This design comes from an exercise in tuning for small area and a short achievable clock period on the open sky130 flow, not from production work.
Function was checked by simulation only, so behaviour that the tests miss may differ from the original.
Power is estimated from default activity; no workload was simulated.

`flow/design.v`:
```
package video_pkg;
   localparam int FRAME_SEL_W = 6;
   localparam int LINE_W      = 10;
   localparam int BEAT_W      = 8;
   localparam int ADDR_W      = 31;
   localparam int PIX_W       = 24;
endpackage
`timescale 1ns/1ps
module pixel_fifo #(
   parameter int FIFO_BEATS = 16
) (
   input  logic         cpu_clk_g,
   input  logic         rst,
   input  logic [127:0] din,
   input  logic         wr_en,
   input  logic         rd_en,
   output logic [23:0]  dout,
   output logic         valid,
   output logic         beat_done
);
   localparam int PTR_W = $clog2(FIFO_BEATS);
   localparam int CNT_W = $clog2(FIFO_BEATS + 1);
   localparam int PW    = video_pkg::PIX_W;
   logic [PW-1:0]      mem [4*FIFO_BEATS];
   logic [PTR_W-1:0]   wr_ptr;
   logic [CNT_W-1:0]   count;
   logic [PTR_W+1:0]   npos;
   logic [PW-1:0]      head_q;
   logic               valid_q;
   logic               full;
   logic               pop;
   logic               head_last;
   logic               one_left;
   logic [PW-1:0]      next_pix;
   assign full      = (count == CNT_W'(FIFO_BEATS));
   assign pop       = valid_q && rd_en;
   assign head_last = (npos[1:0] == 2'd0);
   assign beat_done = pop && head_last;
   assign one_left  = (count == CNT_W'(1)) && head_last;
   assign next_pix  = mem[npos];
   assign dout  = head_q;
   assign valid = valid_q;
   always_ff @(posedge cpu_clk_g) begin
      if (!full) begin
         for (int k = 0; k < 4; k++) begin
            mem[{wr_ptr, 2'(k)}] <= din[32*k +: PW];
         end
      end
   end
   always_ff @(posedge cpu_clk_g) begin
      if (pop) begin
         head_q <= one_left ? din[PW-1:0] : next_pix;
      end else if (!valid_q) begin
         head_q <= din[PW-1:0];
      end
   end
   always_ff @(posedge cpu_clk_g) begin
      if (rst) begin
         wr_ptr  <= '0;
         count   <= '0;
         npos    <= (PTR_W+2)'(1);
         valid_q <= 1'b0;
      end else begin
         if (wr_en) begin
            wr_ptr <= wr_ptr + PTR_W'(1);
         end
         if (pop) begin
            npos <= npos + (PTR_W+2)'(1);
         end
         count   <= count + CNT_W'(wr_en) - CNT_W'(beat_done);
         valid_q <= wr_en || !(count == '0 || (count == CNT_W'(1) && beat_done));
      end
   end
endmodule
`timescale 1ns/1ps
module pixel_feeder #(
   parameter int H_PIXELS   = 800,
   parameter int V_LINES    = 600,
   parameter int FIFO_BEATS = 16
) (
   input  logic                 cpu_clk_g,
   input  logic                 rst,
   output logic                 cmd_req,
   output logic [5:0]           frame,
   output logic [9:0]           line,
   output logic [7:0]           beat,
   input  logic                 cmd_grant,
   input  logic                 rdf_valid,
   input  logic [127:0]         rdf_dout,
   output logic [23:0]          video,
   output logic                 video_valid,
   input  logic                 video_ready,
   input  logic [5:0]           gp_frame,
   input  logic                 gp_trigger,
   output logic                 frame_interrupt
);
   localparam int BW       = video_pkg::BEAT_W;
   localparam int LW       = video_pkg::LINE_W;
   localparam int CREDIT_W = $clog2(FIFO_BEATS + 1);
   logic                fetch_q;
   logic [CREDIT_W-1:0] credit;
   logic                last_beat;
   logic                last_line;
   logic                fetch_wrap;
   logic [5:0]          swap_frame;
   logic                swap_pend;
   logic                beat_done;
   logic                at_max;
   logic                below_max;
   assign last_beat  = (beat == BW'(H_PIXELS / 4 - 1));
   assign last_line  = (line == LW'(V_LINES - 1));
   assign fetch_wrap = cmd_grant && last_beat && last_line;
   assign at_max     = (credit == CREDIT_W'(FIFO_BEATS));
   assign below_max  = (credit == CREDIT_W'(FIFO_BEATS - 1));
   assign cmd_req = fetch_q;
   always_ff @(posedge cpu_clk_g) begin
      if (rst) begin
         fetch_q         <= 1'b0;
         credit          <= '0;
         beat            <= '0;
         line            <= '0;
         frame           <= 6'd1;
         swap_pend       <= 1'b0;
         frame_interrupt <= 1'b0;
      end else begin
         fetch_q         <= beat_done || !(at_max || (below_max && cmd_grant));
         credit          <= credit + CREDIT_W'(cmd_grant) - CREDIT_W'(beat_done);
         frame_interrupt <= fetch_wrap;
         if (cmd_grant) begin
            beat <= last_beat ? '0 : beat + BW'(1);
            if (last_beat) begin
               line <= last_line ? '0 : line + LW'(1);
            end
         end
         if (fetch_wrap && swap_pend) begin
            frame <= swap_frame;
         end
         swap_pend <= gp_trigger || (swap_pend && !fetch_wrap);
      end
   end
   always_ff @(posedge cpu_clk_g) begin
      if (gp_trigger) begin
         swap_frame <= gp_frame;
      end
   end
   pixel_fifo #(
      .FIFO_BEATS (FIFO_BEATS)
   ) pixel_fifo_i (
      .cpu_clk_g (cpu_clk_g),
      .rst       (rst),
      .din       (rdf_dout),
      .wr_en     (rdf_valid),
      .rd_en     (video_ready),
      .dout      (video),
      .valid     (video_valid),
      .beat_done (beat_done)
   );
endmodule
`timescale 1ns/1ps
module fill_engine #(
   parameter int H_PIXELS = 800,
   parameter int V_LINES  = 600
) (
   input  logic                 cpu_clk_g,
   input  logic                 rst,
   input  logic                 fill_start,
   input  logic [5:0]           fill_frame,
   input  logic [23:0]          fill_color,
   output logic                 cmd_req,
   output logic [5:0]           frame,
   output logic [9:0]           line,
   output logic [7:0]           beat,
   output logic [23:0]          color,
   input  logic                 cmd_grant,
   output logic                 fill_done
);
   localparam int BW = video_pkg::BEAT_W;
   localparam int LW = video_pkg::LINE_W;
   logic          run_q;
   logic          done_q;
   logic          idle;
   logic          last_beat;
   logic          last_line;
   logic          fin;
   assign idle      = !run_q && !done_q;
   assign last_beat = (beat == BW'(H_PIXELS / 4 - 1));
   assign last_line = (line == LW'(V_LINES - 1));
   assign fin       = cmd_grant && last_beat && last_line;
   assign cmd_req   = run_q;
   assign fill_done = done_q;
   always_ff @(posedge cpu_clk_g) begin
      if (rst) begin
         run_q  <= 1'b0;
         done_q <= 1'b0;
         beat   <= '0;
         line   <= '0;
      end else begin
         run_q  <= run_q ? !fin : (idle && fill_start);
         done_q <= run_q && fin;
         if (cmd_grant) begin
            beat <= last_beat ? '0 : beat + BW'(1);
            if (last_beat) begin
               line <= last_line ? '0 : line + LW'(1);
            end
         end
      end
   end
   always_ff @(posedge cpu_clk_g) begin
      if (fill_start && idle) begin
         frame <= fill_frame;
         color <= fill_color;
      end
   end
endmodule
`timescale 1ns/1ps
module frame_mem_arbiter (
   input  logic        cpu_clk_g,
   input  logic        rst,
   input  logic        feed_req,
   output logic        feed_grant,
   input  logic        fill_req,
   output logic        fill_grant,
   input  logic        af_full,
   output logic        af_wr_en,
   output logic        pick_fill
);
   logic last_fill;
   assign pick_fill  = fill_req && !(feed_req && last_fill);
   assign fill_grant = !af_full && pick_fill;
   assign feed_grant = !af_full && feed_req && !pick_fill;
   assign af_wr_en   = !af_full && (feed_req || fill_req);
   always_ff @(posedge cpu_clk_g) begin
      if (rst) begin
         last_fill <= 1'b0;
      end else if (af_wr_en) begin
         last_fill <= pick_fill;
      end
   end
endmodule
`timescale 1ns/1ps
module video_subsystem #(
   parameter int H_PIXELS   = 800,
   parameter int V_LINES    = 600,
   parameter int FIFO_BEATS = 16
) (
   input  logic               cpu_clk_g,
   input  logic               rst,
   input  logic               af_full,
   output logic               af_wr_en,
   output logic               af_op,
   output logic [30:0]        af_addr_din,
   output logic [127:0]       wdf_din,
   input  logic               rdf_valid,
   input  logic [127:0]       rdf_dout,
   output logic               rdf_rd_en,
   output logic [23:0]        video,
   output logic               video_valid,
   input  logic               video_ready,
   input  logic [5:0]         gp_frame,
   input  logic               gp_trigger,
   output logic               frame_interrupt,
   input  logic               fill_start,
   input  logic [5:0]         fill_frame,
   input  logic [23:0]        fill_color,
   output logic               fill_done
);
   logic        feeder_req;
   logic        feeder_grant;
   logic [5:0]  feeder_frame;
   logic [9:0]  feeder_line;
   logic [7:0]  feeder_beat;
   logic        fill_req;
   logic        fill_grant;
   logic [5:0]  fill_frame_q;
   logic [9:0]  fill_line;
   logic [7:0]  fill_beat;
   logic [23:0] fill_color_q;
   logic        pick_fill;
   logic [23:0] wpix;
   assign rdf_rd_en   = 1'b1;
   assign af_op       = !pick_fill;
   assign af_addr_din = pick_fill ? {6'b0, fill_frame_q, fill_line, fill_beat, 1'b0}
                                  : {6'b0, feeder_frame, feeder_line, feeder_beat, 1'b0};
   assign wpix        = pick_fill ? fill_color_q : 24'd0;
   assign wdf_din     = {4{8'h00, wpix}};
   pixel_feeder #(
      .H_PIXELS   (H_PIXELS),
      .V_LINES    (V_LINES),
      .FIFO_BEATS (FIFO_BEATS)
   ) pixel_feeder_i (
      .cpu_clk_g       (cpu_clk_g),
      .rst             (rst),
      .cmd_req         (feeder_req),
      .frame           (feeder_frame),
      .line            (feeder_line),
      .beat            (feeder_beat),
      .cmd_grant       (feeder_grant),
      .rdf_valid       (rdf_valid),
      .rdf_dout        (rdf_dout),
      .video           (video),
      .video_valid     (video_valid),
      .video_ready     (video_ready),
      .gp_frame        (gp_frame),
      .gp_trigger      (gp_trigger),
      .frame_interrupt (frame_interrupt)
   );
   fill_engine #(
      .H_PIXELS (H_PIXELS),
      .V_LINES  (V_LINES)
   ) fill_engine_i (
      .cpu_clk_g  (cpu_clk_g),
      .rst        (rst),
      .fill_start (fill_start),
      .fill_frame (fill_frame),
      .fill_color (fill_color),
      .cmd_req    (fill_req),
      .frame      (fill_frame_q),
      .line       (fill_line),
      .beat       (fill_beat),
      .color      (fill_color_q),
      .cmd_grant  (fill_grant),
      .fill_done  (fill_done)
   );
   frame_mem_arbiter frame_mem_arbiter_i (
      .cpu_clk_g  (cpu_clk_g),
      .rst        (rst),
      .feed_req   (feeder_req),
      .feed_grant (feeder_grant),
      .fill_req   (fill_req),
      .fill_grant (fill_grant),
      .af_full    (af_full),
      .af_wr_en   (af_wr_en),
      .pick_fill  (pick_fill)
   );
endmodule
```
`flow/run.sh`:
```
#!/bin/bash
# synth_recipe.tcl (not shown) runs the flow's synth.tcl, then flattens the netlist and writes it again
# the make line also repeats each setting of config.mk as NAME=value (left out here)
make -C /OpenROAD-flow-scripts/flow DESIGN_CONFIG=/design/flow/config.mk WORK_HOME=/design/flow/orfs CLKGATE_MAP_FILE= SYNTH_SCRIPT=/design/flow/synth_recipe.tcl finish
```
`flow/config.mk`:
```
export PLATFORM = sky130hd
export DESIGN_NAME = video_subsystem
export DESIGN_NICKNAME = video_subsystem
export VERILOG_FILES = /design/flow/design.v
export SDC_FILE = /design/flow/constraint.sdc
export NUM_CORES = 4
export LEC_CHECK = 0
export CAP_MARGIN = 20
export CORE_MARGIN = 2
export CORE_UTILIZATION = 40
export SLEW_MARGIN = 20
```
`flow/constraint.sdc`:
```
create_clock -name core_clock -period 5.0 [get_ports {cpu_clk_g}]
set_input_delay 1.0000 -clock core_clock [delete_from_list [all_inputs] [get_ports {cpu_clk_g}]]
set_output_delay 1.0000 -clock core_clock [all_outputs]
set_load 0.01 [all_outputs]
```
==> flow_metrics.tcl <==
set metrics [dict create \
    hold_ws_ps 485 \
    worst_pin_slew_ps 1070 \
    final_util 0.466 \
    synth_cells 3711 \
    fin_nets 4181 \
    grt_pass1_wl_mm 240 \
    antenna_found_initial 21 \
    clk_pin_slew_worst_paths_ps 60 \
    ys_seq_elements 1671 \
    cts_buffers 169 \
    dp_slack_ps 1330 \
    hp-class "reg -> reg" \
    layoutNonFillerInstCount 6313 \
    synth.cell_area_sq_um 66000 \
    dieWidth_um 410 \
    post_cts_buffers 0 \
    drc_errors 0 \
    multi_input_area_sq_um 15000 \
    avgSynthCellArea_sq_um 17.8 \
    portBuffers 287 \
    skew_ps 29.3 \
    crit_type "reg -> out" \
    fillers 13900 \
    grt_usage 0.194 \
    vdd.ir_drop.worst_mv 0.305 \
    hpwl_mm 90.9 \
    grt_pass1_vias 35000 \
    insertion_delay_ps 810 \
    synth-main-ff-cell "edfxtp_1" \
    seq_area_sq_um 49400 \
    top_level_ports 360 \
    yosysUniqueCellTypes 48 \
    startpoint_type "register" \
    arrival_ps 3020 \
    ctsHoldBuffers 0 \
    cts_buffer_depth 3 \
    slew_viol_final 0 \
    cap_violations 0 \
    hold_violations 0 \
    cts_tree "done" \
    routed_wl_mm 166 \
    rsz0062_at_grt "no" \
    drt-initial-drc-count 3254 \
    finalCritPeriodShare 0.805 \
    layout-drive-gt1-share 0.177 \
    reg2reg_slack_ps 1250 \
    cp-end-kind "primary output" \
    placed_area_sq_um 71200 \
    coreArea_sq_um 164000 \
    wl_per_cell_um 26.3 \
    root_buffer "clkbuf_16" \
    gp_congestion 0.743 \
    placement_rows 149 \
    slew_headroom 0.282 \
    areaGrowthSynthToFinish_pct 16.0 \
    cts_resized 0 \
    overflow 0 \
    pwr_density_cell_nw_per_um2 403 \
    post_drt_via_cell_ratio 5.51 \
    postLayoutCellArea_sq_um 76600 \
    drt_first_pass_iters 5 \
    start_util 0.402 \
    die_area_sq_um 168000 \
    tns_ps 0 \
    cp_max_fo 40 \
    cts_max_level 4 \
    cts.sinks 1671 \
    fmax_ghz 0.248 \
    drtAntennaViolNets 0 \
    timing.final.ws_setup_ps 975 \
    async_flop_share 0 \
    dieHeight_um 410 \
    critPathRequiredTime_ps 4000 \
    finalPower_mw 30.9 \
    yosysWarnings 4 \
    dp_cells 6005 \
    setup_viol 0 \
    p_leak_nw 23.8 \
    num_vias 34800 \
    status "timing/DRC/antenna clean" \
    post-route-min-period_ps 4020 \
    synth_edf_count 1596 \
    grt_max_degree 108 \
    yosysSeqAreaShare 0.749 \
]
-- path summary, 6_finish.rpt --
check,depth (start not counted),start,endpoint
max,4,fill_engine_i.run_q,wdf_din[6]
min,2,pixel_feeder_i.swap_frame[4],pixel_feeder_i.frame[4]
max reg2reg,7,register,pixel_feeder_i.pixel_fifo_i.head_q[1]
min reg2reg,2,pixel_feeder_i.swap_frame[4],pixel_feeder_i.frame[4]
-- report_power, final --
group	switching [mW]	internal, mW	total [mW]	leakage, nW
sequential	0.182	15.9	16.0	15.1
clock	5.24	7.11	12.4	2.61
combinational	1.53	0.937	2.47	6.08
-- cell families (layout without fill, tap and decap cells) --
group	Yosys count	after routing	share of synthesized area
other	2	43	0.000114
XOR/XNOR	41	41	0.00544
AND/OR/NAND/NOR	365	365	0.0276
adder cells (fa/ha/maj)	23	23	0.00459
flip-flops	1671	1671	0.749
AO/OA/AOI/OAI	538	538	0.0536
multiplexers	729	729	0.130
buffers and inverters	342	714	0.0305
-- per-layer routing --
| metal | wire length [um] | vias to the layer above | track usage |
|---|---|---|---|
| li1 | - | 15200 | - |
| met1 | 73200 | 18200 | 0.271 |
| met2 | 79300 | 1121 | 0.314 |
| met3 | 10400 | 246 | 0.0372 |
| met4 | 3160 | 24 | 0.0465 |
| met5 | 149 | - | 0 |
-- registers in the layout, summed over array words and instances, names as in the netlist, 8 cells and up, named ones only --
register,cells
fill_engine_i.line,10
pixel_feeder_i.beat,8
pixel_feeder_i.pixel_fifo_i.head_q,24
pixel_feeder_i.line,10
fill_engine_i.color,24
pixel_feeder_i.pixel_fifo_i.mem,1536
fill_engine_i.beat,8
-- cells in the final DEF, fill, tap and decap left out, drive strengths merged, types with 72 or more instances in the layout --
master         count
a22oi            169
buf              100
clkbuf           219
clkdlybuf4s50    286
dfxtp             75
edfxtp          1596
mux2             288
mux2i            369
mux4              72
nand2             93
nor2              79
o21ai            105
o22ai            144
-- worst max-delay path, cell delays in order (launching register included) --
cell and delay (ps):
dfxtp_1 460, a21boi_4 460, buf_4 410, and2_1 270, clkdlybuf4s50_1 590
-- cell type report --
cell class / count / area share
tap: 2189 / 0.0358
sequential: 1671 / 0.646
timing repair buffer: 386 / 0.0517
antenna: 3 / 0.0000980
inverter: 23 / 0.00113
multi-input combinational: 1736 / 0.195
clock buffer: 219 / 0.0598
clock inverter: 86 / 0.0104
-- synth_stat cells, drive strengths merged, types with 2 or more instances --
cell type / count / area share
edfxtp: 1596 / 0.73
mux2i: 369 / 0.056
mux2: 288 / 0.049
buf: 234 / 0.024
a22oi: 169 / 0.019
o22ai: 144 / 0.014
o21ai: 105 / 0.0080
nand2: 93 / 0.0053
clkbuf: 85 / 0.0048
nor2: 79 / 0.0045
dfxtp: 75 / 0.023
mux4: 72 / 0.025
a21oi: 41 / 0.0031
nand3: 39 / 0.0030
nand4: 36 / 0.0034
and3: 29 / 0.0027
and2: 28 / 0.0027
xor2: 27 / 0.0036
a221o: 24 / 0.0036
a31oi: 24 / 0.0023
o211ai: 24 / 0.0027
inv: 23 / 0.0013
ha: 21 / 0.0040
nor3: 16 / 0.0012
xnor2: 14 / 0.0019
nand2b: 11 / 0.0010
nor2b: 9 / 0.00085
nor4: 5 / 0.00057
or2: 4 / 0.00038
or3: 4 / 0.00038
a21o: 3 / 0.00034
nand3b: 3 / 0.00034
nor3b: 3 / 0.00034
and4: 2 / 0.00027
conb: 2 / 0.00011
fa: 2 / 0.00061
nand4b: 2 / 0.00027
nand4bb: 2 / 0.00034

[what the ideal ports hide]
The results above use ideal ports. As a check the final layout listed here was re-extracted and re-timed, cells and wires unchanged.
Step 1: set_driving_cell puts a clkbuf_16 on cpu_clk_g and a buf_2 on each other input, an assumption about the parent block.
Step 2 also shifts input and output timing later by t, the mid clock arrival at the registers, as if the neighbouring blocks saw the same clock.
Slacks: no drivers / after step 1 / after step 2; pairs: no drivers / after step 1.
t, ns: 0.891
slack for setup (ns): 0.975 / 0.883 / 1.253
hold slack, ns: 0.485 / 0.470 / 0.485
After both steps setup and hold are still met in this run. For this run, drivers alone change the setup slack by -0.092 ns; drivers and shift together by +0.278 ns.
